This is an optimization exercise on Yosys and OpenROAD, whose aim is a short achievable clock period and few clock cycles, not a production implementation.
Function was checked by simulation only, so behaviour that the tests miss may differ from the original.

== run M ==
## armSystem
module armSystem (
  input  wire         clk,
  input  wire         reset,
  input  wire         loadEn,
  input  wire  [31:0] loadAdr,
  input  wire  [31:0] loadData,
  output logic        memWrite,
  output logic [31:0] dataAdr,
  output logic [31:0] writeData
);
Settings: LEC_CHECK=0, CAP_MARGIN=20, CORE_MARGIN=2, CORE_UTILIZATION=30, PLACE_DENSITY=0.4, SLEW_MARGIN=20; clock period 16.0 ns.
standard.sh (not shown) runs the stock make flow with config.mk's settings and CLKGATE_MAP_FILE= SYNTH_SCRIPT=/design/flow/synth_recipe.tcl, a recipe that flattens the netlist after the stock synthesis.
==> flow/flow/run.sh <==
#!/bin/bash
set -euo pipefail
bash standard.sh SETUP_SLACK_MARGIN=12 finish > standard_flow.log 2>&1
Nothing crashed in run M and all stages finished; the problem is that the final layout failed, the offending checks being antenna violations.
Testbench counts of run M, summed over its fixed seeds: cycles 34,797.
Here is what was changed in the inputs of run B compared with run M.
--- a/flow/design.v
+++ b/flow/design.v
@@ -285,33 +285,32 @@
       4'b0111: condPass = ~flagV;
       4'b1000: condPass = flagC & ~flagZ;
       4'b1001: condPass = ~flagC | flagZ;
       4'b1010: condPass = (flagN == flagV);
       4'b1011: condPass = (flagN != flagV);
       4'b1100: condPass = ~flagZ & (flagN == flagV);
       4'b1101: condPass = flagZ | (flagN != flagV);
       4'b1110: condPass = 1'b1;
       default: condPass = 1'b0;
     endcase
   end
-  logic stallE, stallD, exE, liveE;
+  logic stallD, exE, liveE;
   logic eRedirect, collide, brWrong;
   logic [31:0] eTarget, dTarget, pcEff, pcNext;
   logic [5:0]  idxNext;
   logic [63:0] selNext;
-  assign stallE = vE && mulSW && (condE != 4'b1110);
-  assign liveE  = vE && !stallE && !pcWW;
+  assign liveE  = vE && !pcWW;
   assign exE    = liveE && condPass;
-  assign stallD = stallE ||
-                  (vD && exE && (isLdE || isMulE) && !pcDstE &&
-                   ((useAD && (raD == rdE)) || (useBD && (rbD == rdE))));
+  assign stallD = vD && ((exE && (isLdE || isMulE) && !pcDstE &&
+                          ((useAD && (raD == rdE)) || (useBD && (rbD == rdE)))) ||
+                         ((condD != 4'b1110) && exE && mulSE));
   assign brWrong = liveE && isBrE && (condPass != predE);
   assign collide = exE && isStE &&
                    ((sum[7:2] == idxF) || (sum[7:2] == wordD));
   assign eRedirect = brWrong || collide;
   assign eTarget   = (brWrong && !predE) ? brTgtE : pc4E;
   assign dTarget   = pc8D + immD;
   logic zNext, condPassD, resolveD, wrongD;
   assign zNext = (exE && sNZE) ? zRes : flagZ;
   assign condPassD = condHolds(condD, flagN, zNext, flagC, flagV);
   assign resolveD  = vD && isBrD && !(exE && mulSE) && !mulSW &&
                      ((condD[3:1] == 3'b000) || !(exE && (sNZE || cvE)));
@@ -402,23 +401,22 @@
       idxF <= 6'd0;
       selF <= 64'd1;
       vD   <= 1'b0;
       vE   <= 1'b0;
     end else begin
       pcF  <= pcNext;
       idxF <= idxNext;
       selF <= selNext;
       if (pcWW || eRedirect) begin
         vD <= 1'b0;
         vE <= 1'b0;
-      end else if (stallE) begin
       end else if (stallD) begin
         vE <= 1'b0;
       end else begin
         vD <= !wrongD;
         vE <= vD;
       end
     end
   end
   always_ff @(posedge clk) begin
     if (!stallD) begin
       condD  <= instF[31:28];
@@ -446,23 +444,23 @@
       cvD    <= instF[20] && isDpF && !logicF;
       subD   <= isDpF && ((cmdF == 4'b0010) || (cmdF == 4'b1010));
       opAndD <= isDpF && (cmdF == 4'b0000);
       opOrrD <= isDpF && (cmdF == 4'b1100);
       opEorD <= isDpF && (cmdF == 4'b0001);
       opMovD <= isDpF && (cmdF == 4'b1101);
       opMvnD <= isDpF && (cmdF == 4'b1111);
       logicD <= isDpF && logicF;
     end
   end
   always_ff @(posedge clk) begin
-    if (!stallE) begin
+    begin
       condE  <= condD;
       pc4E   <= pc4D;
       brTgtE <= dTarget;
       aE     <= valA;
       bE     <= (bImmD ? immD : valB) ^ {32{subD}};
       sdE    <= valB;
       mulAE  <= isMulD ? valA : 32'd0;
       mulBE  <= isMulD ? valB : 32'd0;
       rdE    <= rdD;
       isMulE <= isMulD;
       isLdE  <= isLdD;
==> notes.md <==
- The runs compared here, run B and run M, all ended either early or with open violations.
- Run B finished all stages; however, its layout fails the closing checks, the failures being antenna violations.
- What the final checks of run M revealed, after a flow that finished every stage, was a layout that fails on antenna violations.
- Run B has highest clock frequency the design can meet above what run M had.
- Between run B and run M, the difference in cell count after synthesis is negligible.
- Run B against run M; initial antenna violation count is up by a few percent.
- Cell count: run B lower than run M
- Lower proportion of cell area occupied by multi-input gates was reported by run M, not run B.
- The run showing the smaller final area is run B.
Testbench counts of run B, summed over its fixed seeds: cycles 34,797.

[re-timing with driven ports]
In the flow no input, the clock included, has a driving cell. The finished layouts below were timed again as built, in two steps.
Step 1: set_driving_cell puts a clkbuf_16 on clk and a buf_2 on each other input, an assumption about the parent block.
Step 2, shift: input delay + t, output delay - t, t = (earliest + latest rising clock arrival at the registers) / 2. This alone moves slack from input paths to output paths.
Three values: no drivers, after step 1, after step 2; two values: the first two.
run | t (ns) | setup slack, ns | worst setup path at the end | clock arrival spread, ns | slew at the worst register clock pin (ns)
run M | 1.205 | 11.068 / 10.934 / 10.692 | input to register | 0.187 / 0.188 | 0.08 / 0.08
run B | 1.226 | 11.182 / 11.038 / 10.648 | input to register | 0.189 / 0.189 | 0.08 / 0.08
The setup slack of run B, which loses most, moves by -0.144 ns with the drivers and by -0.534 ns with both steps.
